From an optimization exercise on the open Yosys and OpenROAD flow, aimed at small area and a short achievable clock period; shortcuts taken in it are not production practice. Where RTL was checked, it was by simulation tests only, not by an equivalence proof against the original. Power and IR drop assume default switching activity.

== 08-28 ==
==> flow/design.v (excerpt) <==
module fp_alu (
    input  wire                     FPUCLK,
    input  wire                     RST,
    input  wire fpu_pkg::fp_word_t  a,
    input  wire fpu_pkg::fp_word_t  b,
    input  wire fpu_pkg::fp_op_e    ctrl,
    output fpu_pkg::fp_word_t       out
);
    logic                 v1, v2, v3;
    fpu_pkg::in_stage_t   s1;
    fpu_pkg::rows_stage_t s2;
    fpu_pkg::sum_stage_t  s3;
    fp_exp_stage u_exp (
        .FPUCLK (FPUCLK),
        .RST    (RST),
        .a      (a),
        .b      (b),
        .ctrl   (ctrl),
        .v1     (v1),
        .s1     (s1)
    );
    fp_align_stage u_align (
        .FPUCLK (FPUCLK),
        .RST    (RST),
        .v1     (v1),
        .s1     (s1),
        .v2     (v2),
        .s2     (s2)
    );
    fp_add_stage u_add (
        .FPUCLK (FPUCLK),
        .RST    (RST),
        .v2     (v2),
        .s2     (s2),
        .v3     (v3),
        .s3     (s3)
    );
    fp_norm_stage u_norm (
        .FPUCLK (FPUCLK),
        .RST    (RST),
        .v3     (v3),
        .s3     (s3),
        .out    (out)
    );
endmodule
Size: roughly 100 I/O pins, ~26000 um^2 of cells after synthesis.
==> module fp_exp_stage, before the edit <==
module fp_exp_stage (
    input  wire                     FPUCLK,
    input  wire                     RST,
    input  wire fpu_pkg::fp_word_t  a,
    input  wire fpu_pkg::fp_word_t  b,
    input  wire fpu_pkg::fp_op_e    ctrl,
    output logic                    v1,
    output fpu_pkg::in_stage_t      s1
);
    logic [23:0] y;
    fpu_pkg::in_stage_t nxt;
    assign y = {1'b1, b.frac};
    always_comb
    begin
        nxt.mul    = (ctrl == fpu_pkg::MUL);
        nxt.a      = a;
        nxt.b_sign = b.sign ^ (ctrl == fpu_pkg::SUB);
        nxt.b_exp  = b.exp;
        for (int i = 0; i < 12; i++)
        begin
            logic y2, y1, y0;
            y2 = y[2*i+1];
            y1 = y[2*i];
            y0 = (i == 0) ? 1'b0 : y[2*i-1];
            if (i < 11)
                nxt.neg[i] = y2;
            nxt.one[i] = y1 ^ y0;
            nxt.two[i] = (y2 & ~y1 & ~y0) | (~y2 & y1 & y0);
        end
    end
    always_ff @(posedge FPUCLK or negedge RST)
    begin
        if (!RST)
            v1 <= 1'b0;
        else
            v1 <= (ctrl == fpu_pkg::ADD) || (ctrl == fpu_pkg::SUB) ||
                  (ctrl == fpu_pkg::MUL);
    end
    always_ff @(posedge FPUCLK)
        s1 <= nxt;
endmodule
==> module fp_align_stage, before the edit <==
module fp_align_stage (
    input  wire                       FPUCLK,
    input  wire                       RST,
    input  wire                       v1,
    input  wire fpu_pkg::in_stage_t   s1,
    output logic                      v2,
    output fpu_pkg::rows_stage_t      s2
);
    localparam int Z = 23 - fpu_pkg::LOWC;    
    fpu_pkg::fp_word_t a;
    logic [22:0] b_frac;
    logic        a_inf, b_inf, a_zero, b_zero;
    logic [8:0]  dab, dba;
    logic [7:0]  d;
    logic        eswap, swap, sub;
    logic [23:0] a_m, b_m, x_m, y_m, y_c;
    logic [7:0]  x_exp;
    logic [fpu_pkg::RW-1:0] m0, m1, m2;
    logic        lowc;
    fpu_pkg::rows_stage_t nxt;
    assign a = s1.a;
    always_comb
    begin
        for (int i = 0; i < 12; i++)
        begin
            b_frac[2*i] = s1.one[i] ^ ((i == 0) ? 1'b0 : s1.neg[i-1]);
            if (i < 11)
                b_frac[2*i+1] = s1.neg[i];
        end
    end
    assign a_inf  = (a.exp == fpu_pkg::EXP_INF);
    assign b_inf  = (s1.b_exp == fpu_pkg::EXP_INF);
    assign a_zero = (a.exp == 8'd0) && (a.frac == 23'd0);
    assign b_zero = (s1.b_exp == 8'd0) && (s1.neg == 11'd0) && (s1.one == 12'd0);
    fp_mul_tree u_tree (
        .x    ({1'b1, a.frac}),
        .one  (s1.one),
        .two  (s1.two),
        .neg  ({1'b1, s1.neg}),
        .r0   (m0),
        .r1   (m1),
        .r2   (m2),
        .lowc (lowc)
    );
    assign dab   = {1'b0, a.exp} - {1'b0, s1.b_exp};
    assign dba   = {1'b0, s1.b_exp} - {1'b0, a.exp};
    assign eswap = dab[8];
    assign d     = eswap ? dba[7:0] : dab[7:0];
    assign swap  = eswap | ((a.exp == s1.b_exp) && (a.frac <= b_frac));
    assign a_m   = {~a_zero, a.frac};
    assign b_m   = {~(b_zero & ~a_zero), b_frac};
    assign x_m   = swap ? b_m : a_m;
    assign y_m   = swap ? a_m : b_m;
    assign y_c   = (d >= 8'd24) ? 24'd0 : (y_m >> {d[4:3], 3'b000});
    assign x_exp = eswap ? s1.b_exp : a.exp;
    assign sub   = a.sign ^ s1.b_sign;
    always_comb
    begin
        nxt.inf = a_inf | b_inf;
        nxt.add = ~s1.mul;
        nxt.mul = s1.mul;
        nxt.sub = sub;
        nxt.sh   = d[2:0];
        nxt.sh_n = ~d[2:0];
        if (s1.mul)
        begin
            nxt.kill = a_zero | b_zero;
            nxt.sign = a.sign ^ s1.b_sign;
            nxt.exp  = a.exp + s1.b_exp + 8'd130;    
            nxt.cin  = lowc;
            nxt.row0 = m0;
            nxt.row1 = m1;
            nxt.row2 = m2;
        end
        else
        begin
            nxt.kill = 1'b0;
            nxt.sign = a_inf ? a.sign : (b_inf ? s1.b_sign :
                       (swap ? s1.b_sign : a.sign));
            nxt.exp  = x_exp + 8'd1;
            nxt.cin  = sub;
            nxt.row0 = {1'b0, x_m, {Z{1'b0}}};
            nxt.row1 = {1'b0, y_c, {Z{1'b0}}};
            nxt.row2 = '0;
        end
    end
    always_ff @(posedge FPUCLK or negedge RST)
    begin
        if (!RST)
            v2 <= 1'b0;
        else
            v2 <= v1;
    end
    always_ff @(posedge FPUCLK)
        s2 <= nxt;
endmodule
clock: 14.5 ns
lec_check: 0
cap_margin: 70
core_margin: 2
core_utilization: 40
cts_cluster_diameter: 150
cts_cluster_size: 20
place_density: 0.75
slew_margin: 70
standard.sh (not shown) runs the stock make flow with config.mk's settings and CLKGATE_MAP_FILE= SYNTH_SCRIPT=/design/flow/synth_recipe.tcl, a recipe that flattens the netlist after the stock synthesis.
==> flow/flow/run.sh <==
#!/bin/bash
# The standard layout, except that the buffers placed on the ports are
# sky130_fd_sc_hd__buf_2 cells rather than the flow's default pick (a slow
# clkdlybuf4s50 delay cell). Everything else is standard.sh unchanged.
set -euo pipefail
export BUFFER_PORTS_ARGS="-buffer_cell sky130_fd_sc_hd__buf_2"
bash standard.sh > standard.log 2>&1
08-28: done, clean on timing, DRC and antenna
> inputs changed (08-28 -> 05-16)
--- a/flow/design.v
+++ b/flow/design.v
@@ -21,8 +21,9 @@
         logic [7:0]  b_exp;
         logic [10:0] neg;           
         logic [11:0] one;           
         logic [11:0] two;           
+        logic [11:0] b_even;        
     } in_stage_t;
     typedef struct packed {
         logic        inf;           
         logic        kill;          
@@ -74,8 +75,9 @@
             y0 = (i == 0) ? 1'b0 : y[2*i-1];
             if (i < 11)
                 nxt.neg[i] = y2;
             nxt.one[i] = y1 ^ y0;
+            nxt.b_even[i] = y1;
             nxt.two[i] = (y2 & ~y1 & ~y0) | (~y2 & y1 & y0);
         end
     end
     always_ff @(posedge FPUCLK or negedge RST)
@@ -104,9 +106,9 @@
     logic [22:0] b_frac;
     logic        a_inf, b_inf, a_zero, b_zero;
     logic [8:0]  dab, dba;
     logic [7:0]  d;
-    logic        eswap, swap, sub;
+    logic        eswap, lswap, swap, sub;
     logic [23:0] a_m, b_m, x_m, y_m, y_c;
     logic [7:0]  x_exp;
     logic [fpu_pkg::RW-1:0] m0, m1, m2;
     logic        lowc;
@@ -115,17 +117,17 @@
     always_comb
     begin
         for (int i = 0; i < 12; i++)
         begin
-            b_frac[2*i] = s1.one[i] ^ ((i == 0) ? 1'b0 : s1.neg[i-1]);
+            b_frac[2*i] = s1.b_even[i];
             if (i < 11)
                 b_frac[2*i+1] = s1.neg[i];
         end
     end
     assign a_inf  = (a.exp == fpu_pkg::EXP_INF);
     assign b_inf  = (s1.b_exp == fpu_pkg::EXP_INF);
     assign a_zero = (a.exp == 8'd0) && (a.frac == 23'd0);
-    assign b_zero = (s1.b_exp == 8'd0) && (s1.neg == 11'd0) && (s1.one == 12'd0);
+    assign b_zero = (s1.b_exp == 8'd0) && (b_frac == 23'd0);
     fp_mul_tree u_tree (
         .x    ({1'b1, a.frac}),
         .one  (s1.one),
         .two  (s1.two),
@@ -138,14 +140,16 @@
     assign dab   = {1'b0, a.exp} - {1'b0, s1.b_exp};
     assign dba   = {1'b0, s1.b_exp} - {1'b0, a.exp};
     assign eswap = dab[8];
     assign d     = eswap ? dba[7:0] : dab[7:0];
-    assign swap  = eswap | ((a.exp == s1.b_exp) && (a.frac <= b_frac));
+    assign lswap = (a.exp == s1.b_exp) && (a.frac <= b_frac);
+    assign swap  = eswap | lswap;
     assign a_m   = {~a_zero, a.frac};
     assign b_m   = {~(b_zero & ~a_zero), b_frac};
     assign x_m   = swap ? b_m : a_m;
-    assign y_m   = swap ? a_m : b_m;
-    assign y_c   = (d >= 8'd24) ? 24'd0 : (y_m >> {d[4:3], 3'b000});
+    assign y_m   = eswap ? a_m : b_m;
+    assign y_c   = lswap ? a_m :
+                   ((d >= 8'd24) ? 24'd0 : (y_m >> {d[4:3], 3'b000}));
     assign x_exp = eswap ? s1.b_exp : a.exp;
     assign sub   = a.sign ^ s1.b_sign;
     always_comb
     begin
[summary]
Compared with 08-28, 05-16 shows proportion of power drawn by combinational gates lower by 0.6 points. Global-route wire length before repair for 05-16: 10 mm up relative to 08-28. 05-16 has more flip-flops than 08-28. Compared to 08-28, the routing of 05-16 uses more wire. Looking at category of the critical setup timing path, the reg2reg result is from 08-28; the reg2out one comes from 05-16. On cell count: between 08-28 and 05-16, it ends up lower for 08-28.
Function not checked in 05-16: the RTL went through the layout flow alone.

## separate check: timing with driven ports
The flow's constraints put no driver on any port. The routed layouts listed below were extracted and timed again, unchanged, in two steps. Step 1, drivers: a clkbuf_16 drives FPUCLK and a buf_2 each remaining input, both assumed. Step 2, shift: input delay + t, output delay - t, t = (earliest + latest rising clock arrival at the registers) / 2. This alone moves slack from input paths to output paths. a / b / c = ideal ports / drivers / drivers and shift; a / b = the first two.
run | shift t [ns] | slack for setup (ns) | worst setup path at the end | worst data-port slew with drivers (ns)
08-28 | 0.610 | 10.400 / 10.400 / 10.400 | register to register | 0.05
05-16 | 0.615 | 10.484 / 10.421 / 10.537 | register to register | 0.06
After both steps setup and hold are still met in every run listed.
